What follows belongs to an exercise in optimizing a design on an open flow for small area; a production flow would make more cautious choices.
At most, simulation tests tie the RTL to the original design; equivalence was not proved.
The RTL of run 6 was laid out without a check of its function.
The clock port is modelled as an ideal driver; clocking choices that lean on that would not hold on a real chip.
Power and IR drop assume default switching activity.

`flow/config.mk`:
```
export PLATFORM = sky130hd
export DESIGN_NAME = fft64_frame_feeder
export DESIGN_NICKNAME = fft64_frame_feeder
export VERILOG_FILES = /design/flow/design.v
export SDC_FILE = /design/flow/constraint.sdc
export NUM_CORES = 4
export LEC_CHECK = 0
export CAP_MARGIN = 20
export CORE_MARGIN = 2
export CORE_UTILIZATION = 40
export SLEW_MARGIN = 20
```
`flow/constraint.sdc`:
```
create_clock -name core_clock -period 6.0 [get_ports {CLK}]
set_input_delay 1.2000 -clock core_clock [delete_from_list [all_inputs] [get_ports {CLK}]]
set_output_delay 1.2000 -clock core_clock [all_outputs]
set_load 0.01 [all_outputs]
```
`flow/design.v`:
```
module fft64_frame_feeder #(
   parameter int WIDTH = 11,
   parameter int GAP   = 0
) (
   input  logic             CLK,
   input  logic             RST,
   input  logic             valid_i,
   output logic             ready_o,
   input  logic [WIDTH-1:0] dr,
   input  logic [WIDTH-1:0] di,
   output logic             valid_o,
   output logic [WIDTH-1:0] xr,
   output logic [WIDTH-1:0] xi,
   output logic             frame_o
);
   localparam int DW = 2 * WIDTH;
   logic [DW-1:0]    r_mem [0:63];
   logic             r_burst;
   logic [1:0]       r_full;
   logic             r_wr_bank;
   logic [5:0]       r_wr_cnt;
   logic             r_rd_bank;
   logic [5:0]       r_rd_cnt;
   logic             r_valid;
   logic             r_frame;
   logic [DW-1:0]    r_x;
   logic             r_pend;
   logic [DW-1:0]    r_pend_d;
   logic             w_ready;
   logic             w_wr_en;
   logic             w_rd_last;
   logic [1:0]       w_full_set;
   logic [1:0]       w_full_clr;
   logic [5:0]       w_pend_idx;
   assign w_ready    = !RST && !r_full[r_wr_bank];
   assign w_wr_en    = valid_i && w_ready;
   assign w_rd_last  = r_burst && (r_rd_cnt == 6'd63);
   assign w_full_set = (w_wr_en && r_wr_cnt == 6'd63) ? (2'b01 << r_wr_bank) : 2'b00;
   assign w_full_clr = w_rd_last ? (2'b01 << r_rd_bank) : 2'b00;
   assign w_pend_idx = r_wr_cnt - 6'd1;
   always_ff @(posedge CLK) begin
      r_pend   <= w_wr_en;
      r_pend_d <= {dr, di};
      if (r_pend) r_mem[w_pend_idx] <= r_pend_d;
   end
   always_ff @(posedge CLK) begin
      if (RST) r_x <= '0;
      else     r_x <= r_mem[r_rd_cnt];
   end
   always_ff @(posedge CLK) begin
      if (RST) begin
         r_burst   <= 1'b0;
         r_full    <= 2'b00;
         r_wr_bank <= 1'b0;
         r_wr_cnt  <= 6'd0;
         r_rd_bank <= 1'b0;
         r_rd_cnt  <= 6'd0;
         r_valid   <= 1'b0;
         r_frame   <= 1'b0;
      end else begin
         r_full <= (r_full & ~w_full_clr) | w_full_set;
         if (w_wr_en) begin
            r_wr_cnt <= r_wr_cnt + 6'd1;
            if (r_wr_cnt == 6'd63) r_wr_bank <= ~r_wr_bank;
         end
         r_valid <= r_burst;
         r_frame <= r_burst && (r_rd_cnt == 6'd0);
         if (!r_burst) begin
            if (r_full[r_rd_bank]) r_burst <= 1'b1;
         end else begin
            r_rd_cnt <= r_rd_cnt + 6'd1;
            if (r_rd_cnt == 6'd63) begin
               r_rd_bank <= ~r_rd_bank;
               r_burst   <= r_full[~r_rd_bank];
            end
         end
      end
   end
   assign ready_o = w_ready;
   assign valid_o = r_valid;
   assign frame_o = r_frame;
   assign xr      = r_x[DW-1:WIDTH];
   assign xi      = r_x[WIDTH-1:0];
endmodule
```
`flow/run.sh`:
```
#!/bin/bash
# synth_recipe.tcl (not shown) runs the flow's synth.tcl, then flattens the netlist and writes it again
# the make line also repeats each setting of config.mk as NAME=value (left out here)
make -C /OpenROAD-flow-scripts/flow DESIGN_CONFIG=/design/flow/config.mk WORK_HOME=/design/flow/orfs CLKGATE_MAP_FILE= SYNTH_SCRIPT=/design/flow/synth_recipe.tcl finish
```
==> results of run 1 <==
power groups by stage:
| stage | clock network, uW | logic (uW) | registers, uW |
|---|---|---|---|
| 4_1_cts | 8950 | 299 | 11300 |
| 3_5_place_dp | 0 | 299 | 11500 |
| 2_1_floorplan | 0 | 54.2 | 11600 |
| 6_report | 8800 | 297 | 11300 |
| 5_1_grt | 9340 | 316 | 11300 |
| 3_3_place_gp | 0 | 283 | 11500 |
Yosys cell counts, drive strengths merged (3+ instances only):
| cell | number | area share (%) |
|---|---|---|
| a22o | 15 | 0.23 |
| nand2 | 150 | 1.0 |
| nand3b | 6 | 0.080 |
| edfxtp | 1408 | 75 |
| and2 | 6 | 0.067 |
| o221ai | 5 | 0.078 |
| xnor2 | 8 | 0.12 |
| ha | 4 | 0.089 |
| nor3 | 6 | 0.053 |
| nor3b | 5 | 0.067 |
| xor2 | 4 | 0.062 |
| a211oi | 40 | 0.53 |
| or3 | 4 | 0.044 |
| inv | 7 | 0.047 |
| nand4 | 5 | 0.056 |
| nor4 | 23 | 0.26 |
| buf | 104 | 1.2 |
| nand2b | 10 | 0.11 |
| o22ai | 15 | 0.17 |
| mux2 | 12 | 0.24 |
| dfxtp | 64 | 2.3 |
| nor2 | 133 | 0.89 |
| mux4 | 337 | 14 |
| nand3 | 36 | 0.32 |
| mux2i | 68 | 1.2 |
| nor2b | 45 | 0.50 |
| o2111ai | 5 | 0.078 |
| a22oi | 10 | 0.13 |
| a221oi | 3 | 0.047 |
| o31ai | 7 | 0.093 |
| clkbuf | 35 | 0.23 |
| o211ai | 21 | 0.28 |
| a21oi | 21 | 0.19 |
| o21ai | 28 | 0.25 |
| nor4b | 3 | 0.047 |
stage by stage:
stage / instances / util [%] / hold slack (ns) / power [uW] / setup slack, ns
global route: 4826 / 45.9 / 0.563 / 21000 / 2.19
floorplan: 2674 / - / 0.469 / 11700 / 2.87
CTS: 4825 / 45.9 / 0.526 / 20600 / 2.41
global placement: 4554 / 42.6 / 0.481 / 11800 / 2.20
detailed placement: 4554 / 42.6 / 0.518 / 11800 / 2.42
finish: 4827 / 45.9 / 0.526 / 20400 / 2.39
flip-flops by register name, summed over array words and instances, names as in the netlist, 2 cells and up:
register / cells
r_mem: 1408
r_pend_d: 22
r_x: 22
r_rd_cnt: 6
r_wr_cnt: 6
r_full: 2
area by class of cell:
cell class,count,share of cell area (%)
flip-flops and latches,1472,68.1
multi-input cells,1054,19.0
clock buffers,196,6.14
well taps,1876,3.66
repair buffers,144,2.01
clock inverters,75,1.04
inverters,9,0.0527
diodes,1,0.00391
critical path, stage by stage, from the launching register on:
cell and delay (ns):
dfxtp_1 0.58, inv_1 0.11, ha_1 0.34, xnor2_1 0.33, nand4_1 0.62, nor2_2 0.95
buf_4 0.35
layout by cell type (no fill, tap or decap), types with 24 or more instances in the layout:
master and instances:
edfxtp_1 1408, nand3_1 36, nor2b_1 45, clkbuf_1 44, buf_4 88, dfxtp_1 37
nand2_1 150, nor2_2 40, mux2i_1 66, a211oi_1 40, clkdlybuf4s50_1 48, mux4_2 328
clkbuf_16 149, clkinv_1 30, nor2_1 69, nor2_4 24
logic make-up (layout without fill, tap and decap cells):
family | Yosys count | in the layout
DFF | 1472 | 1472
and+or+nand+nor | 437 | 437
muxes | 417 | 417
AOI/OAI and AO/OA | 184 | 184
buffers and inverters | 148 | 424
xor gates and xnor gates | 12 | 12
adders and majority gates | 4 | 4
other | 0 | 1
routing by layer:
metal  vias to the layer above  global-route usage, %  wire length, um
met1                     14900                   29.1            60400
li1                      11400                      -                -
met4                         2                   5.52             3340
met5                         -                      0               13
met2                      1336                   32.9            70400
met3                       187                   3.61            12100
path summary, 6_finish.rpt:
kind,startpoint,to,slack [ns]
max,r_wr_cnt[0],r_mem[40][4],2.39
min,r_full[0],r_full[0],0.53
max reg2reg,r_wr_cnt[0],r_mem[40][4],2.39
min reg2reg,r_full[0],r_full[0],0.53
==> run notes, run 1 <==
DR WL/cell: 30.3 um
Fraction of final layout cells sized beyond drive strength 1: 24.8%
Clk root buf: clkbuf_16
Global route overflow: 0
Cells after synthesis: 2674
Hpwl dp: 84400 um
DRT Wirelength: 146000 um
Cts bufs inserted: 148
Crit path DAT: 4.08 ns
Post-CTS setup repair buffer count: 0
CTS H-tree depth: 4
# rows: 137
Post-synthesis adder-cell area fraction: 0.0889%
CP Capture Type: register
Post-synth EDFFs: 1408
FF-to-FF path depth: 6
Peak supply drop: 225 uV
Sw frac: 20.4%
Synth Area in XOR/XNOR: 0.187%
WP data required: 6.48 ns
PwrDens: 319 nW/um^2
Clk pwr share: 43.1%
Vias in the first global route: 28100
Final #Nets: 2858
First-pass GRT wire length: 208000 um
Mapped Nets: 2703
# clock sinks: 1472
Hold crit path type: register to register
Complex-gate fraction of the synthesized area: 2.30%
Sequential area share after synthesis: 77.4%
Post-synthesis mux area share: 15.0%
Logic pwr share: 1.5%
Sequential Power Share: 55.5%
CP max FO: 12
IO Port Bufs: 49
Initial DRC count: 3502
Die ar.: 144000 sq um
Main combinational cell family by area after synthesis: multiplexers
Post-CTS Hold Buffers: 0
Synth warn: 1
# resized after CTS: 0
Vias per inst: 5.76
Pint: 16300 uW
FMAX: 277 MHz
DR pass1 iterations: 6
RSZ-0062 raised after global routing: no
Ys flop type: edfxtp_1
Clock latency (worst-skew pair): 0.79 ns
Fin. Hold Viols: 0
Relative slew slack: 24.3%
Sw power: 4160 uW
Yosys cell types: 57
Antenna violations before repair: 10
Placed instance area: 59400 sq um
Max cap viols: 0
Core area: 140000 sq um
Ys async rst share: 0%
Area delta synth->final: 13.8%
Die X: 379 um
IO Count: 50
Gr usage total: 20.5%
Final worst path period share: 60.1%
Setup CP Type: register to register
Final Slew Violations: 0
RD Place Congestion: 0.864
Leak Pwr: 0.0192 uW
Clock Pin Slew Worst Setup and Hold Paths: 0.06 ns
Area of the multi-input gates: 12200 sq um
Critical Path Source Type: register
Post-route antenna net violation count: 0
# setup viols final: 0
Syn avg cell area: 21.0 sq um
Setup skew after layout: 0.0375 ns
Clk buf depth: 3
Yosys reg bits: 1472
Worst Tran Pin Value: 1.13 ns
Synth Area in Simple Gates: 3.55%
TNS Setup: 0 ns
Fill cells: 11600
Synth Cell Area: 56300 sq um
WHS Path Cells: 2
Drt drc: 0
Storage cell area: 43600 sq um
Minimum clock period: 3.61 ns
Die Ht: 379 um
Largest net degree at the start of global routing: 127
Initial Util: 40.3%
Status: finished clean
CTS tree: done
Routed via count: 27800
Design area: 64100 sq um
==> run 2: changes to the inputs <==
--- a/flow/design.v
+++ b/flow/design.v
@@ -1,3 +1,38 @@
+module fft64_feeder_row #(
+   parameter int W = 22
+) (
+   input  logic [W-1:0] q,
+   input  logic [W-1:0] c,
+   input  logic         we,
+   input  logic         we_n,
+   output logic [W-1:0] d
+);
+   assign d = ~((q | {W{we}}) & (c | {W{we_n}}));
+endmodule
+module fft64_feeder_sel3 #(
+   parameter int W = 22
+) (
+   input  logic [W-1:0] x0,
+   input  logic [W-1:0] x1,
+   input  logic [W-1:0] x2,
+   input  logic         s0,
+   input  logic         s1,
+   input  logic         s2,
+   output logic [W-1:0] y_n
+);
+   assign y_n = ~((x0 & {W{s0}}) | (x1 & {W{s1}}) | (x2 & {W{s2}}));
+endmodule
+module fft64_feeder_sel2 #(
+   parameter int W = 22
+) (
+   input  logic [W-1:0] x0,
+   input  logic [W-1:0] x1,
+   input  logic         s0,
+   input  logic         s1,
+   output logic [W-1:0] y_n
+);
+   assign y_n = ~((x0 & {W{s0}}) | (x1 & {W{s1}}));
+endmodule
 module fft64_frame_feeder #(
    parameter int WIDTH = 11,
    parameter int GAP   = 0
@@ -24,6 +59,7 @@
    logic             r_valid;
    logic             r_frame;
    logic [DW-1:0]    r_x;
+   logic             r_par;
    logic             r_pend;
    logic [DW-1:0]    r_pend_d;
    logic             w_ready;
@@ -32,20 +68,49 @@
    logic [1:0]       w_full_set;
    logic [1:0]       w_full_clr;
    logic [5:0]       w_pend_idx;
+   logic [63:0]      w_we;
+   logic [63:0]      w_sel;
+   logic [DW-1:0]    w_mem_d [0:63];
+   logic [DW-1:0]    w_grp_n [0:21];
+   logic [DW-1:0]    w_rd;
    assign w_ready    = !RST && !r_full[r_wr_bank];
    assign w_wr_en    = valid_i && w_ready;
    assign w_rd_last  = r_burst && (r_rd_cnt == 6'd63);
    assign w_full_set = (w_wr_en && r_wr_cnt == 6'd63) ? (2'b01 << r_wr_bank) : 2'b00;
    assign w_full_clr = w_rd_last ? (2'b01 << r_rd_bank) : 2'b00;
    assign w_pend_idx = r_wr_cnt - 6'd1;
+   always_ff @(posedge CLK) r_par <= RST ? 1'b0 : ~r_par;
    always_ff @(posedge CLK) begin
       r_pend   <= w_wr_en;
-      r_pend_d <= {dr, di};
-      if (r_pend) r_mem[w_pend_idx] <= r_pend_d;
+      r_pend_d <= {dr, di} ^ {DW{~r_par}};
+   end
+   always_comb
+      for (int i = 0; i < 64; i++) begin
+         w_we[i]  = r_pend && (w_pend_idx == 6'(i));
+         w_sel[i] = (r_rd_cnt == 6'(i));
+      end
+   for (genvar i = 0; i < 64; i++) begin : g_row
+      fft64_feeder_row #(.W(DW)) u_row (
+         .q(r_mem[i]), .c(r_pend_d), .we(w_we[i]), .we_n(!w_we[i]), .d(w_mem_d[i]));
+      always_ff @(posedge CLK) r_mem[i] <= w_mem_d[i];
+   end
+   for (genvar g = 0; g < 20; g++) begin : g_sel3
+      fft64_feeder_sel3 #(.W(DW)) u_sel (
+         .x0(r_mem[3*g]), .x1(r_mem[3*g+1]), .x2(r_mem[3*g+2]),
+         .s0(w_sel[3*g]), .s1(w_sel[3*g+1]), .s2(w_sel[3*g+2]), .y_n(w_grp_n[g]));
+   end
+   for (genvar g = 0; g < 2; g++) begin : g_sel2
+      fft64_feeder_sel2 #(.W(DW)) u_sel (
+         .x0(r_mem[60+2*g]), .x1(r_mem[61+2*g]),
+         .s0(w_sel[60+2*g]), .s1(w_sel[61+2*g]), .y_n(w_grp_n[20+g]));
+   end
+   always_comb begin
+      w_rd = '0;
+      for (int g = 0; g < 22; g++) w_rd = w_rd | ~w_grp_n[g];
    end
    always_ff @(posedge CLK) begin
       if (RST) r_x <= '0;
-      else     r_x <= r_mem[r_rd_cnt];
+      else     r_x <= w_rd ^ {DW{r_par}};
    end
    always_ff @(posedge CLK) begin
       if (RST) begin
--- a/flow/config.mk
+++ b/flow/config.mk
@@ -9,3 +9,4 @@
 export CORE_MARGIN = 2
 export CORE_UTILIZATION = 40
 export SLEW_MARGIN = 20
+export SYNTH_HIERARCHICAL = 1
==> run 2 against run 1 <==
Compared with the run above:
- still clean on timing, DRC and antenna
- non-clock buffer count up 39
- first-iteration DRC count up 100%
- combinational power rose to 3.6 times the previous value
- sequential power increased by 7%
- critical path type unchanged
- critical endpoint is now r_x[21]
==> run notes, run 2 <==
Status: finished clean
Global route overflow: 0 (unchanged)
Clock Pin Slew Worst Setup and Hold Paths: 0.06 ns (about the same)
Fraction of final layout cells sized beyond drive strength 1: 11.2% (-14 points)
Main area contributors after synthesis: dfxtp_1 59%, o22ai_1 18%, a222oi_1 8.8%
R2r startpoint: r_rd_cnt[1]
RD Place Congestion: 1.04 (+20%)
Antenna violations before repair: 2 (-8)
Clk root buf: clkbuf_16
Fin. Hold Viols: 0 (unchanged)
Hold Startpoint: r_mem[53][19]
Die Ht: 358 um (-5.5%)
# resized after CTS: 0 (unchanged)
TNS Setup: 0 ns (unchanged)
Leak Pwr: 0.0203 uW (+6.0%)
Util after Layout: 44.5% (-1.4 points)
Vias per inst: 6.96 (+21%)
Post-CTS setup repair buffer count: 0 (unchanged)
IO Count: 50 (unchanged)
Drt drc: 0 (unchanged)
Yosys reg bits: 1473 (+0.068%)
Initial DRC count: 7050 (+100%)
Relative slew slack: 21.0% (-3.3 points)
Peak supply drop: 398 uV (+77%)
Vias in the first global route: 38400 (+37%)
WP data required: 6.61 ns (+0.13 ns)
Worst Tran Pin Value: 1.18 ns (+0.0488 ns)
Critical path's slowest cell: nor4_1
Post-route antenna net violation count: 0 (unchanged)
Setup skew after layout: 0.0350 ns (-0.00252 ns)
Worst path cell trace: inv_1 > ha_1 > nand2_1 > nor2_1 > buf_4 > a222oi_1 > nand4_1 > nor4_1 > nand4_1 > mux2i_1
Min Hold Slack: 0.443 ns (-0.0830 ns)
Final #Nets: 4300 (+50%)
Largest net degree at the start of global routing: 65 (-49%)
Family with the most delay on the worst path: simple AND/OR/NAND/NOR gates
Routed via count: 41800 (+50%)
Syn avg cell area: 11.5 sq um (-45%)
DR WL/cell: 29.9 um (-1.4%)
Area of the multi-input gates: 17300 sq um (+42%)
IO Port Bufs: 49 (unchanged)
Hpwl dp: 107000 um (+27%)
CTS tree: done
Slowest stage delay, CP: 0.85 ns (-0.10 ns)
RSZ-0062 raised after global routing: no
Initial Util: 40.4% (+0.082 points)
Area delta synth->final: 10.2%
Cells after synthesis: 4357 (+63%)
Final Slew Violations: 0 (unchanged)
Most frequent cell after synthesis: dfxtp_1
Crit path DAT: 4.97 ns (+0.89 ns)
Clk buf depth: 3 (unchanged)
Post-synth EDFFs: 0 (-100%)
Core area: 124000 sq um (-11%)
Synth Area in Simple Gates: 4.54% (+0.99 points)
Biggest regs: r_mem (1408), r_pend_d (22), r_x (22)
Design area: 55300 sq um (-14%)
Ys async rst share: 0% (unchanged)
Minimum clock period: 4.36 ns (+0.754 ns)
Synth top area share: 58.8% (-16 points)
DR pass1 iterations: 10 (+4)
Most frequent cells in the layout: 1451 x dfxtp_1, 1408 x o22ai_1, 440 x a222oi_1, 153 x clkbuf_16, 133 x buf_4
Post-synthesis mux area share: 0.676% (-14 points)
Storage cell area: 29600 sq um (-32%)
Fill cells: 11500 (-1.2%)
Clock latency (worst-skew pair): 0.78 ns (about the same)
PwrDens: 405 nW/um^2 (+27%)
Synth warn: 11 (+10)
First-pass GRT wire length: 261000 um (+26%)
Max cap viols: 0 (unchanged)
Die X: 358 um (-5.5%)
Synth Cell Area: 50200 sq um (-11%)
Bufs and invs on worst path: 2 (unchanged)
FMAX: 229 MHz (-17%)
Mapped Nets: 4392 (+62%)
Complex-gate fraction of the synthesized area: 28.0% (+26 points)
Final worst path period share: 72.7% (+13 points)
CP Capture Type: register
Placed instance area: 50400 sq um (-15%)
CTS H-tree depth: 4 (unchanged)
Sequential area share after synthesis: 58.8% (-19 points)
Ys flop type: dfxtp_1
# setup viols final: 0 (unchanged)
Critical Path Source Type: register
Largest Register: r_mem
Post-synthesis adder-cell area fraction: 0.249% (+0.16 points)
Cts bufs inserted: 149 (+0.68%)
Crit path top cell by count: nand4_1
Setup CP Type: register to register
Area leader, netlist: dfxtp_1
Die ar.: 128000 sq um (-11%)
Gr usage total: 26.9% (+6.3 points)
List of most frequent post-synthesis cells: 1473 x dfxtp_1, 1408 x o22ai_1, 440 x a222oi_1, 216 x buf_6, 126 x nor2_1
# clock sinks: 1473 (+0.068%)
Post-CTS Hold Buffers: 0 (unchanged)
Final Total Pwr: 22400 uW (+9.5%)
CP max FO: 22 (+10)
Worst Setup SP: r_rd_cnt[1]
Yosys cell types: 59 (+3.5%)
Max reg flops: 1408 (unchanged)
Hold crit path type: register to register
Synth Area in XOR/XNOR: 0.524% (+0.34 points)
Commonest non-fill, non-tap cell in the layout: dfxtp_1
Main combinational cell family by area after synthesis: compound AO/OA/AOI/OAI gates
# rows: 129 (-5.8%)
DRT Wirelength: 179000 um (+23%)
-- run 2: final cells by class --
class | count | area share (%)
multi-input combinational | 2449 | 31.3
timing repair buffer | 183 | 2.71
antenna | 1 | 0.00453
clock inverter | 36 | 0.733
tap | 1637 | 3.70
clock buffer | 222 | 7.97
sequential | 1473 | 53.5
inverter | 9 | 0.0611
-- run 2: path summary, 6_finish.rpt --
kind	endpoint	slack (ns)	cells past startpoint
hold / removal	r_mem[53][19]	0.44	1
hold reg to reg	r_mem[53][19]	0.44	1
setup reg to reg	r_x[21]	1.64	10
setup / recovery	r_x[21]	1.64	10
-- run 2: metal layers --
metal	global-route usage [%]	share of wire (%)	routed length (um)
met4	13.5	5.1	9070
met5	0	0	0
met1	38.3	42	76000
met3	6.58	11	19200
met2	37.6	42	75200
-- run 2: worst reg2reg max path, delay by kind of cell (launching register included) --
| family | cells | cell delay, ns |
|---|---|---|
| mux | 1 | 0.20 |
| simple gates | 5 | 2.16 |
| buf+inv | 2 | 0.35 |
| flops | 1 | 0.39 |
| fa+ha+maj | 1 | 0.23 |
| compound gates | 1 | 0.85 |
-- run 2: logic make-up after synthesis --
kind of cell / after synthesis
adder cells (fa/ha/maj): 10
AO/OA/AOI/OAI: 1932
flip-flops: 1473
multiplexers: 33
AND/OR/NAND/NOR: 444
buffers and inverters: 435
XOR/XNOR: 30
-- run 2: per-stage QoR --
step           setup slack, ns  std cells
6_report                  1.64       6010
3_3_place_gp              1.82       5749
2_1_floorplan             3.20       4357
5_1_grt                   1.53       6009
4_1_cts                   1.81       6008
3_5_place_dp              1.81       5750
-- run 2: where the power goes --
| group | switching (uW) | internal, uW | leakage (uW) |
|---|---|---|---|
| combinational | 431 | 643 | 0.00556 |
| clock | 3890 | 5300 | 0.00236 |
| sequential | 1130 | 11000 | 0.0124 |
| total | 5450 | 16900 | 0.0203 |
==> run 3: changes to the inputs <==
--- a/flow/design.v
+++ b/flow/design.v
@@ -22,16 +22,14 @@
 );
    assign y_n = ~((x0 & {W{s0}}) | (x1 & {W{s1}}) | (x2 & {W{s2}}));
 endmodule
-module fft64_feeder_sel2 #(
+module fft64_feeder_sel1 #(
    parameter int W = 22
 ) (
    input  logic [W-1:0] x0,
-   input  logic [W-1:0] x1,
    input  logic         s0,
-   input  logic         s1,
    output logic [W-1:0] y_n
 );
-   assign y_n = ~((x0 & {W{s0}}) | (x1 & {W{s1}}));
+   assign y_n = ~(x0 & {W{s0}});
 endmodule
 module fft64_frame_feeder #(
    parameter int WIDTH = 11,
@@ -94,16 +92,12 @@
          .q(r_mem[i]), .c(r_pend_d), .we(w_we[i]), .we_n(!w_we[i]), .d(w_mem_d[i]));
       always_ff @(posedge CLK) r_mem[i] <= w_mem_d[i];
    end
-   for (genvar g = 0; g < 20; g++) begin : g_sel3
+   for (genvar g = 0; g < 21; g++) begin : g_sel3
       fft64_feeder_sel3 #(.W(DW)) u_sel (
          .x0(r_mem[3*g]), .x1(r_mem[3*g+1]), .x2(r_mem[3*g+2]),
          .s0(w_sel[3*g]), .s1(w_sel[3*g+1]), .s2(w_sel[3*g+2]), .y_n(w_grp_n[g]));
    end
-   for (genvar g = 0; g < 2; g++) begin : g_sel2
-      fft64_feeder_sel2 #(.W(DW)) u_sel (
-         .x0(r_mem[60+2*g]), .x1(r_mem[61+2*g]),
-         .s0(w_sel[60+2*g]), .s1(w_sel[61+2*g]), .y_n(w_grp_n[20+g]));
-   end
+   fft64_feeder_sel1 #(.W(DW)) u_sel1 (.x0(r_mem[63]), .s0(w_sel[63]), .y_n(w_grp_n[21]));
    always_comb begin
       w_rd = '0;
       for (int g = 0; g < 22; g++) w_rd = w_rd | ~w_grp_n[g];
--- a/flow/config.mk
+++ b/flow/config.mk
@@ -7,6 +7,9 @@
 export LEC_CHECK = 0
 export CAP_MARGIN = 20
 export CORE_MARGIN = 2
-export CORE_UTILIZATION = 40
+export CORE_UTILIZATION = 65
+export CTS_BUF_LIST = sky130_fd_sc_hd__clkbuf_8
+export CTS_CLUSTER_DIAMETER = 60
+export CTS_CLUSTER_SIZE = 17
 export SLEW_MARGIN = 20
 export SYNTH_HIERARCHICAL = 1
==> run 3 against run 2 <==
Compared with the run above:
- synthesized area down 0.48%
- fmax is 5.6% lower
- via count rose by 4.4%
- critical endpoint is now r_x[11]
- largest cell class unchanged
- largest power group unchanged
==> run notes, run 3 <==
Biggest regs: r_mem (1408), r_pend_d (22), r_x (22)
Area leader, netlist: dfxtp_1
Critical Path Source Type: register
Final Slew Violations: 0 (unchanged)
Global route overflow: 0 (unchanged)
Crit path DAT: 5.24 ns (+0.27 ns)
RD Place Congestion: 1.01 (-2.4%)
DRT Wirelength: 186000 um (+3.6%)
Logic pwr share: 7.3% (+2.5 points)
Max reg flops: 1408 (unchanged)
Setup CP Type: register to register
FMAX: 217 MHz (-5.6%)
Synth Cell Area: 49900 sq um (-0.48%)
Fin. Hold Viols: 0 (unchanged)
Post-CTS Hold Buffers: 0 (unchanged)
First-pass GRT wire length: 267000 um (+2.1%)
Vias in the first global route: 39400 (+2.5%)
Initial Util: 65.7% (+25 points)
Yosys cell types: 57 (-3.4%)
Critical path's slowest cell: a222oi_1
Clock latency (worst-skew pair): 0.81 ns (+0.03 ns)
Clock Pin Slew Worst Setup and Hold Paths: 0.11 ns (+0.05 ns)
Hold Startpoint: r_mem[47][8]
Final worst path period share: 77.0% (+4.3 points)
RSZ-0062 raised after global routing: no
IO Port Bufs: 49 (unchanged)
Slowest stage delay, CP: 0.98 ns (+0.13 ns)
Sw power: 4790 uW (-12%)
Final #Nets: 4258 (-0.98%)
# rows: 101 (-22%)
Commonest non-fill, non-tap cell in the layout: dfxtp_1
Post-CTS setup repair buffer count: 0 (unchanged)
Core area: 75900 sq um (-39%)
Worst path cell trace: inv_1 > ha_1 > nand3_1 > nor2_1 > buf_4 > a222oi_1 > nand4_1 > nor4_1 > nand4_1 > mux2i_1
Mapped Nets: 4392 (unchanged)
Met1 usage: 60.5% (+22 points)
Synth top area share: 59.1% (+0.28 points)
Sw frac: 26.3% (+2.0 points)
Top Usage Layer GRT: met2
Area delta synth->final: 2.39%
Initial DRC count: 10100 (+43%)
PwrDens: 356 nW/um^2 (-12%)
IO Count: 50 (unchanged)
Reg2Reg Setup Slack: 1.38 ns (-0.26 ns)
Pre-CTS setup slack: 1.71 ns (-0.0945 ns)
Met3 usage in global routing: 15.5% (+8.9 points)
Met2 layer usage reported by global route: 63.8% (+26 points)
Ys async rst share: 0% (unchanged)
Status: finished clean
List of most frequent post-synthesis cells: 1473 x dfxtp_1, 1408 x o22ai_1, 462 x a222oi_1, 214 x buf_6, 126 x nor2_1
Leak Pwr: 0.0189 uW (-7.1%)
Vias per inst: 8.25 (+19%)
Most frequent cell after synthesis: dfxtp_1
Syn avg cell area: 11.5 sq um (-0.48%)
Gr usage total: 45.3% (+18 points)
Reg-to-Reg End: r_x[11]
Routed via count: 43700 (+4.4%)
WP data required: 6.62 ns (about the same)
CTS H-tree depth: 3 (-1)
Sequential Power Share: 65.8% (+12 points)
DR WL/cell: 35.2 um (+18%)
Cells after synthesis: 4357 (unchanged)
CP Capture Type: register
Fraction of final layout cells sized beyond drive strength 1: 7.90% (-3.3 points)
Post-synth EDFFs: 0 (unchanged)
Synth warn: 11 (unchanged)
Yosys reg bits: 1473 (unchanged)
Hpwl dp: 114000 um (+6.7%)
CTS tree: done
DR pass1 iterations: 17 (+7)
TNS Setup: 0 ns (unchanged)
# clock sinks: 1473 (unchanged)
Util after Layout: 67.3% (+23 points)
Drt drc: 0 (unchanged)
Relative slew slack: 15.3% (-5.7 points)
Ys flop type: dfxtp_1
R2r startpoint: r_rd_cnt[0]
Sequential area share after synthesis: 59.1% (+0.28 points)
FF-to-FF path depth: 10 (unchanged)
Clk buf depth: 3 (unchanged)
Minimum clock period: 4.62 ns (+0.259 ns)
Largest net degree at the start of global routing: 65 (unchanged)
Post-route setup slack: 1.38 ns (-0.259 ns)
Crit path top cell by count: nand4_1
# setup viols final: 0 (unchanged)
Hold Path Sink: r_mem[47][8]
Die Ht: 281 um (-21%)
CP max FO: 22 (unchanged)
Worst Tran Pin Value: 1.26 ns (+0.0757 ns)
Setup skew after layout: 0.0352 ns (+0.000183 ns)
Cts bufs inserted: 101 (-32%)
WHS Path Cells: 1 (unchanged)
Die ar.: 79000 sq um (-38%)
Clk root buf: clkbuf_8
Main area contributors after synthesis: dfxtp_1 59%, o22ai_1 18%, a222oi_1 9.3%
# resized after CTS: 0 (unchanged)
Antenna violations before repair: 13 (+11)
Post-route antenna net violation count: 0 (unchanged)
Most frequent cells in the layout: 1451 x dfxtp_1, 1408 x o22ai_1, 462 x a222oi_1, 139 x buf_4, 117 x nor2_1
Largest Register: r_mem
Pint: 13400 uW (-21%)
Clk pwr share: 26.9% (-14 points)
Max cap viols: 0 (unchanged)
Hold crit path type: register to register
Peak supply drop: 337 uV (-15%)
Die X: 281 um (-21%)
-- run 3: cell types whose count changed after synthesis --
cell	delta
a222oi_1	+22
a22oi_1	-4
a22oi_2	-40
buf_2	+2
buf_6	-2
nand2_1	+22
-- run 3: power by group through the flow --
stage / clock [uW] / combinational (uW) / sequential [uW]
2_1_floorplan: 0 / 857 / 11800
3_3_place_gp: 0 / 1200 / 12000
3_5_place_dp: 0 / 1290 / 12100
4_1_cts: 4880 / 1280 / 11900
5_1_grt: 5220 / 1390 / 12100
6_report: 4890 / 1330 / 12000
-- run 3: metal layers --
layer / share of wire (%) / routed length [um]
met5: 0.031 / 58
met4: 7.0 / 13000
met3: 15 / 28500
met2: 41 / 76600
met1: 36 / 67700
-- run 3: area by class of cell --
cell class / count / area (sq um)
Antenna cell: 8 / 20.0
Clock buffer: 107 / 1470
Clock inverter: 25 / 243
Fill cell: 5780 / 24800
Inverter: 9 / 33.8
Multi-Input combinational cell: 2449 / 17000
Sequential cell: 1473 / 29500
Tap cell: 1030 / 1290
Timing Repair Buffer: 189 / 1550
-- run 3: worst max-delay path by stage --
stage / endpoint / slack, ns / cells after the start / from
after detailed placement: ready_o / 1.71 / 4 / RST
after global placement: ready_o / 1.74 / 4 / RST
after CTS: ready_o / 1.70 / 4 / RST
after floorplan: r_mem[56][10] / 3.20 / 11 / r_wr_cnt[1]
final: r_x[11] / 1.38 / 10 / r_rd_cnt[0]
after global routing: r_mem[28][7] / 1.47 / 7 / r_wr_cnt[0]
-- run 3: logic make-up after synthesis --
| logic type | count (synthesis) | share of synthesized area, % |
|---|---|---|
| adder cells (fa/ha/maj) | 10 | 0.251 |
| flip-flops | 1473 | 59.1 |
| XOR/XNOR | 30 | 0.526 |
| buffers and inverters | 435 | 7.26 |
| multiplexers | 33 | 0.679 |
| AO/OA/AOI/OAI | 1910 | 27.5 |
| AND/OR/NAND/NOR | 466 | 4.73 |
-- run 3: through the flow --
stage / hold slack [ns] / std cells / power (uW) / cell area, sq um
floorplan: 0.421 / 4357 / 12700 / 49900
global placement: 0.428 / 5149 / 13200 / 49400
detailed placement: 0.437 / 5149 / 13400 / 49400
CTS: 0.450 / 5281 / 18100 / 51100
global route: 0.459 / 5284 / 18700 / 51100
finish: 0.450 / 5290 / 18200 / 51100
-- run 3: worst max-delay path, delay by kind of cell (launching register included) --
| family | cells | cell delay [ns] |
|---|---|---|
| compound gates | 1 | 0.98 |
| simple gates | 5 | 2.18 |
| fa+ha+maj | 1 | 0.25 |
| buf+inv | 2 | 0.41 |
| flops | 1 | 0.45 |
| mux | 1 | 0.15 |
==> run 4: changes to the inputs <==
==> flow/flow/run.sh (new file) <==
#!/bin/bash
# Own layout flow: the standard flow (standard.sh) with three changes:
#  - the port buffers are buf_1 cells,
#  - CTS uses clkbuf_8 with larger sink clusters and no dummy loads,
#  - after CTS, each leaf clock buffer whose flip-flop clock pins have an
#    estimated slew over 110 ps is upsized to clkbuf_16 (flow/fix_clk.tcl).
# Each tool's output goes to a log file of its own in this folder.
set -euo pipefail
B=sky130_fd_sc_hd__
VARS=(
  "BUFFER_PORTS_ARGS=-buffer_cell ${B}buf_1"
  "CTS_ARGS=-sink_clustering_enable -repair_clock_nets -dont_use_dummy_load -buf_list ${B}clkbuf_8 -sink_clustering_size 17 -sink_clustering_max_diameter 60"
)
bash standard.sh "${VARS[@]}" synth > log_1_synth.txt 2>&1
bash standard.sh "${VARS[@]}" cts > log_2_place_cts.txt 2>&1
openroad -no_init -exit flow/fix_clk.tcl > log_3_fix_clk.txt 2>&1
bash standard.sh "${VARS[@]}" finish > log_4_route_finish.txt 2>&1
==> flow/flow/fix_clk.tcl (new file) <==
# Upsize leaf clock buffers that drive flip-flop clock pins with a high
# estimated slew, then legalize the placement. Edits the CTS result in place.
set res orfs/results/$::env(FLOW_PLATFORM)/fft64_frame_feeder/base
set pdir $::env(FLOW_HOME)/platforms/$::env(FLOW_PLATFORM)
read_liberty $pdir/lib/sky130_fd_sc_hd__tt_025C_1v80.lib
read_db $res/4_cts.odb
read_sdc $res/4_cts.sdc
source $pdir/setRC.tcl
estimate_parasitics -placement
set m16 [[ord::get_db] findMaster sky130_fd_sc_hd__clkbuf_16]
set drivers [dict create]
set worst 0
foreach pin [all_registers -clock_pins] {
  set s [get_property $pin slew_max]
  if {$s > $worst} { set worst $s }
  if {$s > 0.110} {
    set net [get_nets -of_objects $pin]
    foreach d [get_pins -of_objects $net -filter "direction==output"] {
      dict set drivers [get_full_name [get_cells -of_objects $d]] 1
    }
  }
}
puts "worst estimated clock-pin slew before: $worst ns"
set block [ord::get_db_block]
set n 0
foreach name [dict keys $drivers] {
  set inst [$block findInst $name]
  if {$inst eq "NULL"} { continue }
  set m [[$inst getMaster] getName]
  if {[string match "sky130_fd_sc_hd__clkbuf_*" $m] && $m ne "sky130_fd_sc_hd__clkbuf_16"} {
    $inst swapMaster $m16
    incr n
    puts "upsized $name from $m"
  }
}
puts "upsized $n clock buffers"
if {$n > 0} {
  detailed_placement
  check_placement -verbose
  estimate_parasitics -placement
  set worst 0
  foreach pin [all_registers -clock_pins] {
    set s [get_property $pin slew_max]
    if {$s > $worst} { set worst $s }
  }
  puts "worst estimated clock-pin slew after: $worst ns"
  write_db $res/4_cts.odb
}
==> flow/standard.sh (new file) <==
#!/bin/bash
# synth_recipe.tcl (not shown) runs the flow's synth.tcl, then flattens the netlist and writes it again
# the make line also repeats each setting of config.mk as NAME=value (left out here)
make -C /OpenROAD-flow-scripts/flow DESIGN_CONFIG=/design/flow/config.mk WORK_HOME=/design/flow/orfs CLKGATE_MAP_FILE= SYNTH_SCRIPT=/design/flow/synth_recipe.tcl "${@:-finish}"
--- a/flow/config.mk
+++ b/flow/config.mk
@@ -8,8 +8,5 @@
 export CAP_MARGIN = 20
 export CORE_MARGIN = 2
 export CORE_UTILIZATION = 65
-export CTS_BUF_LIST = sky130_fd_sc_hd__clkbuf_8
-export CTS_CLUSTER_DIAMETER = 60
-export CTS_CLUSTER_SIZE = 17
 export SLEW_MARGIN = 20
 export SYNTH_HIERARCHICAL = 1
removed: flow/run.sh
==> run 4 against run 3 <==
Compared with the run above:
- die area unchanged
- global-route usage is 0.52 points lower
- via count down 0.82%
- setup slack better by 0.092 ns
- worst hold slack lost 0.0024 ns
- total power fell by 2.4%
- clock-buffer cell count fell by 5
- critical path type unchanged
- design area fell by 1.1%
==> run notes, run 4 <==
Hold crit path type: register to register
Cells after synthesis: 4357 (unchanged)
Worst path cell trace: inv_1 > ha_1 > or3b_1 > nor2_1 > a211o_1 > nand3_1 > o22ai_1
Minimum clock period: 4.53 ns (-0.0917 ns)
Synth top area share: 59.1% (unchanged)
Initial DRC count: 9214 (-8.6%)
Relative slew slack: 14.8% (-0.45 points)
Status: finished clean
Setup skew after layout: 0.0627 ns (+0.0275 ns)
Storage cell area: 29600 sq um (about the same)
Final Total Pwr: 17700 uW (-2.4%)
Yosys reg bits: 1473 (unchanged)
Global route overflow: 0 (unchanged)
Slowest stage delay, CP: 1.07 ns (+0.09 ns)
RD Place Congestion: 0.992 (-1.8%)
Pint: 13100 uW (-2.1%)
RSZ-0062 raised after global routing: no
Gr usage total: 44.8% (-0.52 points)
Post-CTS Hold Buffers: 0 (unchanged)
Clock Pin Slew Worst Setup and Hold Paths: 0.09 ns (-0.02 ns)
Setup CP Type: register to register
Final worst path period share: 75.4% (-1.5 points)
Logic pwr share: 6.5% (-0.8 points)
Max cap viols: 0 (unchanged)
Area delta synth->final: 1.24%
Most frequent cells in the layout: 1451 x dfxtp_1, 1408 x o22ai_1, 462 x a222oi_1, 128 x buf_4, 120 x nor2_1
Peak supply drop: 366 uV (+8.8%)
Critical path's slowest cell: nand3_1
Synth warn: 11 (unchanged)
Area of the multi-input gates: 17000 sq um (+0.43%)
Antenna violations before repair: 19 (+6)
Post-route antenna net violation count: 0 (unchanged)
Main area contributors after synthesis: dfxtp_1 59%, o22ai_1 18%, a222oi_1 9.3%
Max reg flops: 1408 (unchanged)
Hpwl dp: 112000 um (-1.8%)
Min Hold Slack: 0.447 ns (-0.00243 ns)
Die ar.: 79000 sq um (unchanged)
Biggest regs: r_mem (1408), r_pend_d (22), r_x (22)
Clk pwr share: 25.4% (-1.5 points)
# setup viols final: 0 (unchanged)
Crit path DAT: 5.17 ns (-0.07 ns)
IO Port Bufs: 49 (unchanged)
Family with the most delay on the worst path: simple AND/OR/NAND/NOR gates
Worst Tran Pin Value: 1.27 ns (+0.0165 ns)
# rows: 101 (unchanged)
FMAX: 221 MHz (+2.0%)
Largest Register: r_mem
Yosys cell types: 57 (unchanged)
Mapped Nets: 4392 (unchanged)
Post-CTS setup repair buffer count: 0 (unchanged)
Syn avg cell area: 11.5 sq um (unchanged)
TNS Setup: 0 ns (unchanged)
Ys async rst share: 0% (unchanged)
Core area: 75900 sq um (unchanged)
Die Ht: 281 um (unchanged)
CTS H-tree depth: 3 (unchanged)
DR WL/cell: 35.1 um (-0.25%)
CP max FO: 22 (unchanged)
Util after Layout: 66.6% (-0.76 points)
PwrDens: 351 nW/um^2 (-1.3%)
CP Capture Type: register
Post-synth EDFFs: 0 (unchanged)
Synth Cell Area: 49900 sq um (unchanged)
# resized after CTS: 0 (unchanged)
Drt drc: 0 (unchanged)
Routed via count: 43300 (-0.82%)
Bufs and invs on worst path: 1 (-1)
Commonest non-fill, non-tap cell in the layout: dfxtp_1
Final Slew Violations: 0 (unchanged)
Initial Util: 65.7% (unchanged)
Vias per inst: 8.25 (about the same)
IO Count: 50 (unchanged)
Leak Pwr: 0.0186 uW (-1.6%)
# clock sinks: 1473 (unchanged)
Sw frac: 26.1% (-0.24 points)
WP data required: 6.64 ns (+0.02 ns)
Fraction of final layout cells sized beyond drive strength 1: 7.29% (-0.62 points)
Largest net degree at the start of global routing: 65 (unchanged)
Most frequent cell after synthesis: dfxtp_1
Sequential Power Share: 68.2% (+2.4 points)
Clk buf depth: 3 (unchanged)
Fin. Hold Viols: 0 (unchanged)
DR pass1 iterations: 10 (-7)
Sw power: 4630 uW (-3.3%)
Cts bufs inserted: 102 (+0.99%)
List of most frequent post-synthesis cells: 1473 x dfxtp_1, 1408 x o22ai_1, 462 x a222oi_1, 214 x buf_6, 126 x nor2_1
Clock latency (worst-skew pair): 0.78 ns (-0.03 ns)
CTS tree: done
Critical Path Source Type: register
First-pass GRT wire length: 265000 um (-0.76%)
Area leader, netlist: dfxtp_1
DRT Wirelength: 184000 um (-0.98%)
Ys flop type: dfxtp_1
Final #Nets: 4251 (-0.16%)
Sequential area share after synthesis: 59.1% (unchanged)
Fill cells: 5964 (+3.2%)
Die X: 281 um (unchanged)
Clk root buf: clkbuf_8
Vias in the first global route: 39600 (+0.72%)
==> run 4: cell types whose count changed in the layout (fill, tap and decap cells not counted), sizes merged <==
cell and delta:
clkinv -6, buf +41, clkbuf -5, inv -12, diode -1, clkdlybuf4s50 -49
clkinvlp -4, bufinv -3
==> run 4: per-layer routing <==
layer  part of all wire, %  global-route usage [%]
met5                 0.084                       0
met4                   7.3                    27.7
met3                    15                    16.0
met2                    41                    62.1
met1                    37                    59.3
==> run 4: area by class of cell <==
class	count	area share, %
flip-flops and latches	1473	58.5
multi-input cells	2449	33.7
clock buffers	102	2.78
well taps	1030	2.55
repair buffers	181	2.37
inverters	9	0.0668
diodes	7	0.0347
==> run 4: path summary, 6_finish.rpt <==
| check | start | end | slack, ns | cells after the start |
|---|---|---|---|---|
| worst max-delay path | r_wr_cnt[0] | r_mem[42][12] | 1.47 | 7 |
| worst min-delay path | r_mem[38][9] | r_mem[38][9] | 0.45 | 1 |
| worst max register to register | r_wr_cnt[0] | r_mem[42][12] | 1.47 | 7 |
| worst min register to register | r_mem[38][9] | r_mem[38][9] | 0.45 | 1 |
==> run 4: through the flow <==
stage / std cells / instance area (sq um) / worst slack [ns]
detailed placement: 5141 / 49100 / 1.79
global placement: 5138 / 49000 / 1.99
global route: 5246 / 50500 / 1.42
finish: 5251 / 50500 / 1.47
floorplan: 4357 / 49900 / 3.20
CTS: 5243 / 50500 / 1.79
==> run 4: cells by family after synthesis <==
group	count (synthesis)	share of synthesized area, %
AOI/OAI and AO/OA	1910	27.5
adders and majority gates	10	0.251
and+or+nand+nor	466	4.73
buffers and inverters	435	7.26
muxes	33	0.679
DFF	1473	59.1
xor gates and xnor gates	30	0.526
==> run 4: power groups by stage <==
stage / Combinational (uW) / Sequential, uW / Clock [uW]
CTS: 1100 / 12000 / 4490
floorplan: 857 / 11800 / 0
finish: 1150 / 12100 / 4500
global route: 1210 / 12200 / 4840
global placement: 1020 / 12200 / 0
detailed placement: 1100 / 12200 / 0
==> run 5: changes to the inputs <==
==> flow/flow/run.sh (replaced) <==
#!/bin/bash
# Own layout flow: the standard flow (standard.sh) with three changes:
#  - the port buffers are buf_1 cells,
#  - CTS uses clkbuf_4 with sink clusters of at most 10 and no dummy loads,
#  - after CTS, each leaf clock buffer whose flip-flop clock pins have an
#    estimated slew over 110 ps is upsized one step (flow/fix_clk.tcl).
# Each tool's output goes to a log file of its own in this folder.
set -euo pipefail
B=sky130_fd_sc_hd__
VARS=(
  "BUFFER_PORTS_ARGS=-buffer_cell ${B}buf_1"
  "CTS_ARGS=-sink_clustering_enable -repair_clock_nets -dont_use_dummy_load -buf_list ${B}clkbuf_4 -sink_clustering_size 10 -sink_clustering_max_diameter 40"
)
bash standard.sh "${VARS[@]}" synth > log_1_synth.txt 2>&1
bash standard.sh "${VARS[@]}" cts > log_2_place_cts.txt 2>&1
openroad -no_init -exit flow/fix_clk.tcl > log_3_fix_clk.txt 2>&1
bash standard.sh "${VARS[@]}" finish > log_4_route_finish.txt 2>&1
--- a/flow/flow/fix_clk.tcl
+++ b/flow/flow/fix_clk.tcl
@@ -7,7 +7,8 @@
 read_sdc $res/4_cts.sdc
 source $pdir/setRC.tcl
 estimate_parasitics -placement
-set m16 [[ord::get_db] findMaster sky130_fd_sc_hd__clkbuf_16]
+set db [ord::get_db]
+set up [dict create sky130_fd_sc_hd__clkbuf_4 sky130_fd_sc_hd__clkbuf_8 sky130_fd_sc_hd__clkbuf_8 sky130_fd_sc_hd__clkbuf_16]
 set drivers [dict create]
 set worst 0
 foreach pin [all_registers -clock_pins] {
@@ -27,8 +28,8 @@
   set inst [$block findInst $name]
   if {$inst eq "NULL"} { continue }
   set m [[$inst getMaster] getName]
-  if {[string match "sky130_fd_sc_hd__clkbuf_*" $m] && $m ne "sky130_fd_sc_hd__clkbuf_16"} {
-    $inst swapMaster $m16
+  if {[dict exists $up $m]} {
+    $inst swapMaster [$db findMaster [dict get $up $m]]
     incr n
     puts "upsized $name from $m"
   }
==> run 5 against run 4 <==
Compared with the run above:
- cell count up 1.4%
- sequential cell count is the same
- sequential share of layout area up 0.13 points
- die area unchanged
- clock power fell by 3%
- synthesized cell count stayed put
==> run notes, run 5 <==
Area leader, netlist: dfxtp_1
Min Hold Slack: 0.262 ns (-0.185 ns)
Ys async rst share: 0% (unchanged)
Setup skew after layout: 0.154 ns (+0.0911 ns)
Die X: 281 um (unchanged)
Clk pwr share: 24.8% (-0.6 points)
Sw frac: 26.5% (+0.43 points)
Final #Nets: 4324 (+1.7%)
CP max FO: 22 (unchanged)
Reg2Reg Setup Slack: 1.60 ns (+0.13 ns)
WHS Path Cells: 2 (+1)
Die Ht: 281 um (unchanged)
Util after Layout: 66.4% (-0.15 points)
Mapped Nets: 4392 (unchanged)
Syn avg cell area: 11.5 sq um (unchanged)
Leak Pwr: 0.0186 uW (+0.37%)
Area delta synth->final: 1.02%
Post-synth EDFFs: 0 (unchanged)
Clk buf depth: 3 (unchanged)
Vias in the first global route: 40100 (+1.1%)
Sw power: 4670 uW (+0.87%)
Clock Pin Slew Worst Setup and Hold Paths: 0.10 ns (about the same)
Design area: 50400 sq um (-0.22%)
Reg-to-Reg End: r_mem[44][2]
Largest Register: r_mem
Hpwl dp: 112000 um (unchanged)
Fill cells: 6035 (+1.2%)
Synth warn: 11 (unchanged)
# clock sinks: 1473 (unchanged)
Critical Path Source Type: register
Clk root buf: clkbuf_4
Most frequent cells in the layout: 1451 x dfxtp_1, 1408 x o22ai_1, 462 x a222oi_1, 176 x clkbuf_4, 128 x buf_4
Hold crit path type: input pin to register
Post-CTS setup repair buffer count: 0 (unchanged)
Global route overflow: 0 (unchanged)
Gr usage total: 45.1% (+0.30 points)
Worst Tran Pin Value: 1.24 ns (-0.0340 ns)
FF-to-FF path depth: 7 (unchanged)
Largest net degree at the start of global routing: 65 (unchanged)
R2r startpoint: r_wr_cnt[0]
CTS H-tree depth: 4 (+1)
# setup viols final: 0 (unchanged)
DR pass1 iterations: 14 (+4)
Final worst path period share: 73.3% (-2.1 points)
Core area: 75900 sq um (unchanged)
Crit path DAT: 5.31 ns (+0.14 ns)
Drt drc: 0 (unchanged)
Initial Util: 65.7% (unchanged)
IO Count: 50 (unchanged)
Yosys cell types: 57 (unchanged)
CP Capture Type: register
Clock latency (worst-skew pair): 1.12 ns (+0.34 ns)
DR WL/cell: 34.6 um (-1.2%)
Hold Startpoint: di[0]
Status: finished clean
Yosys reg bits: 1473 (unchanged)
Most frequent cell after synthesis: dfxtp_1
Synth Cell Area: 49900 sq um (unchanged)
RD Place Congestion: 0.992 (unchanged)
Placed cells: 5141 (unchanged)
Synth top area share: 59.1% (unchanged)
FMAX: 227 MHz (+2.9%)
WP data required: 6.92 ns (+0.28 ns)
Pint: 12900 uW (-1.3%)
Die ar.: 79000 sq um (unchanged)
Vias per inst: 8.19 (-0.65%)
Setup CP Type: register to register
Post-route antenna net violation count: 0 (unchanged)
Max cap viols: 0 (unchanged)
Ys flop type: dfxtp_1
Hold Path Sink: r_pend_d[0]
Max reg flops: 1408 (unchanged)
PwrDens: 349 nW/um^2 (-0.54%)
Routed via count: 43600 (+0.75%)
Logic pwr share: 6.5% (about the same)
Commonest non-fill, non-tap cell in the layout: dfxtp_1
Peak supply drop: 406 uV (+11%)
DRT Wirelength: 184000 um (+0.19%)
Cts bufs inserted: 176 (+73%)
Initial DRC count: 9307 (+1.0%)
Biggest regs: r_mem (1408), r_pend_d (22), r_x (22)
# resized after CTS: 0 (unchanged)
Antenna violations before repair: 12 (-7)
RSZ-0062 raised after global routing: no
Final Slew Violations: 0 (unchanged)
CTS tree: done
Fraction of final layout cells sized beyond drive strength 1: 8.89% (+1.6 points)
TNS Setup: 0 ns (unchanged)
Cells after synthesis: 4357 (unchanged)
Sequential area share after synthesis: 59.1% (unchanged)
List of most frequent post-synthesis cells: 1473 x dfxtp_1, 1408 x o22ai_1, 462 x a222oi_1, 214 x buf_6, 126 x nor2_1
Fin cells: 5325 (+1.4%)
# rows: 101 (unchanged)
Sequential Power Share: 68.7% (+0.5 points)
Main area contributors after synthesis: dfxtp_1 59%, o22ai_1 18%, a222oi_1 9.3%
Fin. Hold Viols: 0 (unchanged)
IO Port Bufs: 49 (unchanged)
Post-CTS Hold Buffers: 0 (unchanged)
Minimum clock period: 4.40 ns (-0.128 ns)
Placed instance area: 49100 sq um (unchanged)
First-pass GRT wire length: 266000 um (+0.44%)
Relative slew slack: 17.1% (+2.3 points)
-- run 5: cell counts after synthesis --
No cell type changed its count.
-- run 5: worst max-delay path, stage by stage, from the launching register on --
cell     delay [ns]
dfxtp_1        0.49
inv_1          0.19
ha_1           0.55
or3b_1         0.54
nor2_1         0.23
a211o_1        0.75
nand3_1        1.03
o22ai_1        0.47
-- run 5: cell type report --
class | instances | area, sq um | area share (%)
sequential | 1473 | 29600 | 58.6
multi-input combinational | 2449 | 17000 | 33.8
clock buffer | 176 | 1320 | 2.62
tap | 1030 | 1290 | 2.56
timing repair buffer | 180 | 1180 | 2.34
inverter | 9 | 33.8 | 0.0670
antenna | 8 | 20.0 | 0.0397
-- run 5: routing by layer --
| metal | part of all wire [%] | up-vias | global-route usage, % |
|---|---|---|---|
| met2 | 41 | 3725 | 62.1 |
| met5 | 0.043 | - | 0 |
| met1 | 37 | 21300 | 59.2 |
| met3 | 16 | 685 | 17.1 |
| met4 | 7.2 | 12 | 28.3 |
| li1 | - | 17900 | - |
-- run 5: stage by stage --
step	total power, uW	setup WS [ns]
after global routing	18200	1.50
after detailed placement	13400	1.79
after floorplan	12700	3.20
final	17600	1.60
after global placement	13200	1.99
after CTS	17500	1.84
-- run 5: logic make-up after synthesis --
| group | Yosys count | synth area share (%) |
|---|---|---|
| AOI/OAI and AO/OA | 1910 | 27.5 |
| DFF | 1473 | 59.1 |
| and+or+nand+nor | 466 | 4.73 |
| buffers and inverters | 435 | 7.26 |
| muxes | 33 | 0.679 |
| xor gates and xnor gates | 30 | 0.526 |
| adders and majority gates | 10 | 0.251 |
-- run 5: power by group through the flow --
stage	sequential [uW]	combinational, uW	clock, uW
4_1_cts	12000	1100	4380
6_report	12100	1150	4370
5_1_grt	12200	1210	4770
3_5_place_dp	12200	1100	0
3_3_place_gp	12200	1020	0
2_1_floorplan	11800	857	0
-- run 5: how the worst max path moves through the flow --
| stage | slack (ns) | depth (start not counted) | from | endpoint |
|---|---|---|---|---|
| 3_5_place_dp | 1.79 | 7 | r_wr_cnt[0] | r_mem[46][14] |
| 4_1_cts | 1.84 | 7 | r_wr_cnt[0] | r_mem[28][6] |
| 2_1_floorplan | 3.20 | 11 | r_wr_cnt[1] | r_mem[56][10] |
| 5_1_grt | 1.50 | 7 | r_wr_cnt[0] | r_mem[43][8] |
| 3_3_place_gp | 1.99 | 7 | r_wr_cnt[0] | r_mem[26][21] |
| 6_report | 1.60 | 7 | r_wr_cnt[0] | r_mem[44][2] |
==> run 6: changes to the inputs <==
==> flow/design.v (replaced) <==
module fft64_frame_feeder #(
   parameter int WIDTH = 11,
   parameter int GAP   = 0
) (
   input  logic             CLK,
   input  logic             RST,
   input  logic             valid_i,
   output logic             ready_o,
   input  logic [WIDTH-1:0] dr,
   input  logic [WIDTH-1:0] di,
   output logic             valid_o,
   output logic [WIDTH-1:0] xr,
   output logic [WIDTH-1:0] xi,
   output logic             frame_o
);
   typedef enum logic [1:0] {S_IDLE, S_BURST, S_GAP} state_t;
   localparam logic [7:0] GAP_LAST = 8'((GAP > 1) ? GAP - 1 : 1);
   logic [WIDTH-1:0] r_mem_r [0:127];
   logic [WIDTH-1:0] r_mem_i [0:127];
   state_t           r_state;
   logic [1:0]       r_full;
   logic             r_wr_bank;
   logic [5:0]       r_wr_cnt;
   logic             r_rd_bank;
   logic [5:0]       r_rd_cnt;
   logic [7:0]       r_gap_cnt;
   logic             r_valid;
   logic             r_frame;
   logic [WIDTH-1:0] r_xr;
   logic [WIDTH-1:0] r_xi;
   logic             w_ready;
   logic             w_wr_en;
   logic             w_wr_last;
   logic             w_rd_last;
   logic [1:0]       w_full_set;
   logic [1:0]       w_full_clr;
   logic [5:0]       w_rd_idx;
   logic [6:0]       w_rd_addr;
   assign w_ready    = !RST && !r_full[r_wr_bank];
   assign w_wr_en    = valid_i && w_ready;
   assign w_wr_last  = w_wr_en && (r_wr_cnt == 6'd63);
   assign w_rd_last  = (r_state == S_BURST) && (r_rd_cnt == 6'd63);
   assign w_full_set = w_wr_last ? (2'b01 << r_wr_bank) : 2'b00;
   assign w_full_clr = w_rd_last ? (2'b01 << r_rd_bank) : 2'b00;
   always_comb begin
      w_rd_idx = r_rd_cnt;
   end
   assign w_rd_addr = {r_rd_bank, w_rd_idx};
   always_ff @(posedge CLK) begin
      if (w_wr_en) begin
         r_mem_r[{r_wr_bank, r_wr_cnt}] <= dr;
         r_mem_i[{r_wr_bank, r_wr_cnt}] <= di;
      end
   end
   always_ff @(posedge CLK) begin
      if (RST) begin
         r_state   <= S_IDLE;
         r_full    <= 2'b00;
         r_wr_bank <= 1'b0;
         r_wr_cnt  <= 6'd0;
         r_rd_bank <= 1'b0;
         r_rd_cnt  <= 6'd0;
         r_gap_cnt <= 8'd0;
         r_valid   <= 1'b0;
         r_frame   <= 1'b0;
         r_xr      <= '0;
         r_xi      <= '0;
      end else begin
         r_full <= (r_full & ~w_full_clr) | w_full_set;
         if (w_wr_en) begin
            r_wr_cnt <= r_wr_cnt + 6'd1;
            if (r_wr_cnt == 6'd63) r_wr_bank <= ~r_wr_bank;
         end
         r_valid <= 1'b0;
         r_frame <= 1'b0;
         case (r_state)
            S_IDLE: begin
               if (r_full[r_rd_bank]) begin
                  r_state  <= S_BURST;
                  r_rd_cnt <= 6'd0;
               end
            end
            S_BURST: begin
               r_valid  <= 1'b1;
               r_frame  <= (r_rd_cnt == 6'd0);
               r_xr     <= r_mem_r[w_rd_addr];
               r_xi     <= r_mem_i[w_rd_addr];
               r_rd_cnt <= r_rd_cnt + 6'd1;
               if (r_rd_cnt == 6'd63) begin
                  r_rd_bank <= ~r_rd_bank;
                  if (GAP > 0) begin
                     r_state   <= S_GAP;
                     r_gap_cnt <= 8'd1;
                  end else if (r_full[~r_rd_bank]) begin
                     r_state <= S_BURST;
                  end else begin
                     r_state <= S_IDLE;
                  end
               end
            end
            S_GAP: begin
               if (r_gap_cnt == GAP_LAST) r_state <= S_IDLE;
               else                       r_gap_cnt <= r_gap_cnt + 8'd1;
            end
            default: r_state <= S_IDLE;
         endcase
      end
   end
   assign ready_o = w_ready;
   assign valid_o = r_valid;
   assign frame_o = r_frame;
   assign xr      = r_xr;
   assign xi      = r_xi;
endmodule
==> flow/run.sh (new file) <==
#!/bin/bash
# synth_recipe.tcl (not shown) runs the flow's synth.tcl, then flattens the netlist and writes it again
# the make line also repeats each setting of config.mk as NAME=value (left out here)
make -C /OpenROAD-flow-scripts/flow DESIGN_CONFIG=/design/flow/config.mk WORK_HOME=/design/flow/orfs CLKGATE_MAP_FILE= SYNTH_SCRIPT=/design/flow/synth_recipe.tcl finish
--- a/flow/config.mk
+++ b/flow/config.mk
@@ -7,6 +7,5 @@
 export LEC_CHECK = 0
 export CAP_MARGIN = 20
 export CORE_MARGIN = 2
-export CORE_UTILIZATION = 65
+export CORE_UTILIZATION = 40
 export SLEW_MARGIN = 20
-export SYNTH_HIERARCHICAL = 1
removed: flow/flow/run.sh
removed: flow/flow/fix_clk.tcl
removed: flow/standard.sh
==> run 6 against run 5 <==
Compared with the run above:
- still clean on timing, DRC and antenna
- via count up 28%
- combinational power down 58%
- utilization down 21 points
- synthesized area up 120%
- clock power rose to 4.0 times the previous value
- sequential share of layout area up 9.4 points
- first-iteration DRC count down 16%
- clock skew down 0.10 ns
- non-clock buffer count up 142
- setup slack better by 0.16 ns
- global-route usage down 23 points
==> run notes, run 6 <==
Status: finished clean
Yosys reg bits: 2857 (+94%)
Yosys cell types: 78 (+37%)
Synth Area in XOR/XNOR: 0.0711% (-0.46 points)
Clock latency (worst-skew pair): 0.93 ns (-0.19 ns)
Post-route antenna net violation count: 0 (unchanged)
RD Place Congestion: 0.907 (-8.6%)
Die Ht: 531 um (+89%)
Synth Cell Area: 111000 sq um (+120%)
RSZ-0062 raised after global routing: no
Complex-gate fraction of the synthesized area: 3.72% (-24 points)
Ys flop type: edfxtp_1
Synth warn: 1 (-10)
Drt drc: 0 (unchanged)
Clk buf depth: 4 (+1)
Hpwl dp: 187000 um (+66%)
Setup CP Type: register to output port
Hold Path Sink: r_full[1]
CTS tree: done
Synth top area share: 76.3% (+17 points)
Clk root buf: clkbuf_16
Worst Tran Pin Value: 1.37 ns (+0.125 ns)
Commonest non-fill, non-tap cell in the layout: edfxtp_1
Final worst path period share: 70.6% (-2.7 points)
Die ar.: 281000 sq um (+260%)
Global route overflow: 0 (unchanged)
Final Slew Violations: 0 (unchanged)
WP data required: 4.80 ns (-2.12 ns)
WHS Path Cells: 2 (unchanged)
Relative slew slack: 8.16% (-8.9 points)
Max cap viols: 0 (unchanged)
Post-CTS Hold Buffers: 0 (unchanged)
Syn avg cell area: 21.3 sq um (+86%)
IO Count: 50 (unchanged)
Area leader, netlist: edfxtp_1
Fin. Hold Viols: 0 (unchanged)
Cts bufs inserted: 308 (+75%)
Peak supply drop: 275 uV (-32%)
Antenna violations before repair: 17 (+5)
Core area: 276000 sq um (+260%)
List of most frequent post-synthesis cells: 2816 x edfxtp_1, 498 x mux4_2, 419 x mux2i_1, 195 x nor2_1, 163 x o221ai_1
DR pass1 iterations: 6 (-8)
Fraction of final layout cells sized beyond drive strength 1: 23.8% (+15 points)
PwrDens: 319 nW/um^2 (-8.8%)
Post-CTS setup repair buffer count: 0 (unchanged)
Hold Startpoint: r_full[1]
Final #Nets: 5552 (+28%)
# resized after CTS: 0 (unchanged)
R2r startpoint: r_rd_cnt[0]
Sw frac: 19.7% (-6.8 points)
Post-synth EDFFs: 2816 (+2816)
Reg2Reg Setup Slack: 1.85 ns (+0.25 ns)
Design area: 126000 sq um (+150%)
Crit path DAT: 3.04 ns (-2.27 ns)
DRT Wirelength: 314000 um (+70%)
Clk pwr share: 44.0% (+19 points)
Min Hold Slack: 0.556 ns (+0.294 ns)
DR WL/cell: 33.2 um (-4.2%)
Main area contributors after synthesis: edfxtp_1 76%, mux4_2 10%, mux2i_1 3.8%
First-pass GRT wire length: 437000 um (+64%)
TNS Setup: 0 ns (unchanged)
Ys async rst share: 0% (unchanged)
Pre-CTS setup slack: 1.30 ns (-0.494 ns)
CP max FO: 9 (-59%)
Clock Pin Slew Worst Setup and Hold Paths: 0.06 ns (-0.04 ns)
Area delta synth->final: 13.2%
Leak Pwr: 0.0375 uW (+100%)
Vias per inst: 5.92 (-28%)
Hold crit path type: register to register
Post-route setup slack: 1.76 ns (+0.161 ns)
Minimum clock period: 4.24 ns (-0.161 ns)
# rows: 193 (+91%)
FF-to-FF path depth: 6 (-1)
Sequential Power Share: 54.8% (-14 points)
Vias in the first global route: 55000 (+37%)
Post-synthesis adder-cell area fraction: 0.0339% (-0.22 points)
FMAX: 236 MHz (+3.8%)
CP Capture Type: output port
Setup skew after layout: 0.0500 ns (-0.104 ns)
# setup viols final: 0 (unchanged)
Critical Path Source Type: register
Most frequent cell after synthesis: edfxtp_1
Cells after synthesis: 5198 (+19%)
Routed via count: 56000 (+28%)
Initial DRC count: 7840 (-16%)
Most frequent cells in the layout: 2816 x edfxtp_1, 498 x mux4_2, 419 x mux2i_1, 314 x clkbuf_16, 270 x buf_4
Gr usage total: 22.1% (-23 points)
# clock sinks: 2857 (+94%)
Mapped Nets: 5226 (+19%)
IO Port Bufs: 49 (unchanged)
Die X: 531 um (+89%)
Synth Area in Simple Gates: 1.83% (-2.9 points)
Main combinational cell family by area after synthesis: multiplexers
Util after Layout: 45.5% (-21 points)
CTS H-tree depth: 5 (+1)
Placed instance area: 116000 sq um (+140%)
Sequential area share after synthesis: 77.0% (+18 points)
Biggest regs: r_mem_i (1408), r_mem_r (1408)
Logic pwr share: 1.2% (-5.3 points)
Initial Util: 40.2% (-26 points)
Reg-to-Reg End: r_xr[3]
Pint: 32100 uW (+150%)
Largest net degree at the start of global routing: 126 (+94%)
Post-synthesis mux area share: 15.2% (+15 points)
Sw power: 7900 uW (+69%)
run 6: cell count changes in the layout (fill, tap and decap cells not counted), moves of 163 or more:
cell,change
edfxtp_1,+2816
dfxtp_1,-1417
o22ai_1,-1317
mux4_2,+498
a222oi_1,-462
mux2i_1,+392
clkbuf_16,+314
clkbuf_4,-176
o221ai_1,+163
run 6: worst max-delay path, stage by stage (launching register included):
cell	delay, ns
dfxtp_1	0.50
mux2_2	0.43
nor2_1	0.51
clkdlybuf4s50_1	0.66
run 6: logic make-up after synthesis:
kind of cell / Yosys count
DFF: 2857
buffers and inverters: 314
xor gates and xnor gates: 9
AOI/OAI and AO/OA: 578
and+or+nand+nor: 448
adders and majority gates: 3
muxes: 989
run 6: worst max path at each step:
stage	to	cells after the start	startpoint	slack [ns]
2_1_floorplan	r_mem_i[102][0]	7	RST	2.23
3_3_place_gp	r_mem_r[100][0]	8	valid_i	1.31
3_5_place_dp	r_mem_i[60][4]	8	valid_i	1.30
4_1_cts	ready_o	3	r_wr_bank	1.56
5_1_grt	ready_o	3	r_wr_bank	1.61
6_report	ready_o	3	r_wr_bank	1.76
run 6: cell type report:
cell class              instances  area [sq um]
diodes                          6          15.0
clock inverters               114           832
flip-flops and latches       2857         85400
fillers                     22900        150000
inverters                       8          46.3
multi-input cells            2027         23500
clock buffers                 409          8290
repair buffers                322          2800
well taps                    3705          4640
run 6: routing by layer:
metal	vias to the layer above	wire, um	track usage, %
met4	4	13900	9.07
met1	29900	125000	30.4
li1	22700	-	-
met5	-	27	0
met3	572	27700	4.26
met2	2852	147000	34.6
run 6: per-stage QoR:
step	instances	total power (uW)
floorplan	5198	22400
global placement	8917	22800
detailed placement	8918	22800
CTS	9441	40200
global route	9444	41000
finish	9448	40000
run 6: power groups by stage:
stage / logic (uW) / registers (uW) / clock network (uW)
floorplan: 36.3 / 22400 / 0
global placement: 462 / 22400 / 0
detailed placement: 485 / 22400 / 0
CTS: 483 / 21900 / 17800
global route: 505 / 21900 / 18600
finish: 479 / 21900 / 17600

-- port drivers added, routing unchanged --
How much do the figures lean on ideal ports? The routed layouts below were timed once more, with nothing changed but the port constraints. Step 1 (the two cells are an assumption about what drives the block):
set clk [get_ports {CLK}]
set_driving_cell -lib_cell sky130_fd_sc_hd__clkbuf_16 $clk
set_driving_cell -lib_cell sky130_fd_sc_hd__buf_2 [delete_from_list [all_inputs] $clk]
Step 2 moves the port delays by t, midway between the first and last clock arrival at a register: inputs arrive t later, outputs are due t later. That takes back most of the time a late clock gives input paths. a / b / c = no drivers / after step 1 / after step 2; a / b = the first two.
| run | t (ns) | slack for setup (ns) | clock arrival spread, ns |
|---|---|---|---|
| run 1 | 0.851 | 2.395 / 2.395 / 2.395 | 0.038 / 0.037 |
| run 2 | 0.838 | 1.641 / 1.641 / 1.641 | 0.040 / 0.040 |
| run 3 | 0.861 | 1.382 / 1.382 / 1.382 | 0.040 / 0.040 |
| run 4 | 0.825 | 1.474 / 1.474 / 1.474 | 0.063 / 0.063 |
| run 5 | 1.109 | 1.602 / 1.602 / 1.602 | 0.156 / 0.157 |
| run 6 | 1.006 | 1.763 / 1.666 / 1.235 | 0.067 / 0.067 |
After both steps setup and hold are still met in every run listed. For run 6, which loses most, drivers alone change the setup slack by -0.097 ns; drivers and shift together by -0.528 ns.
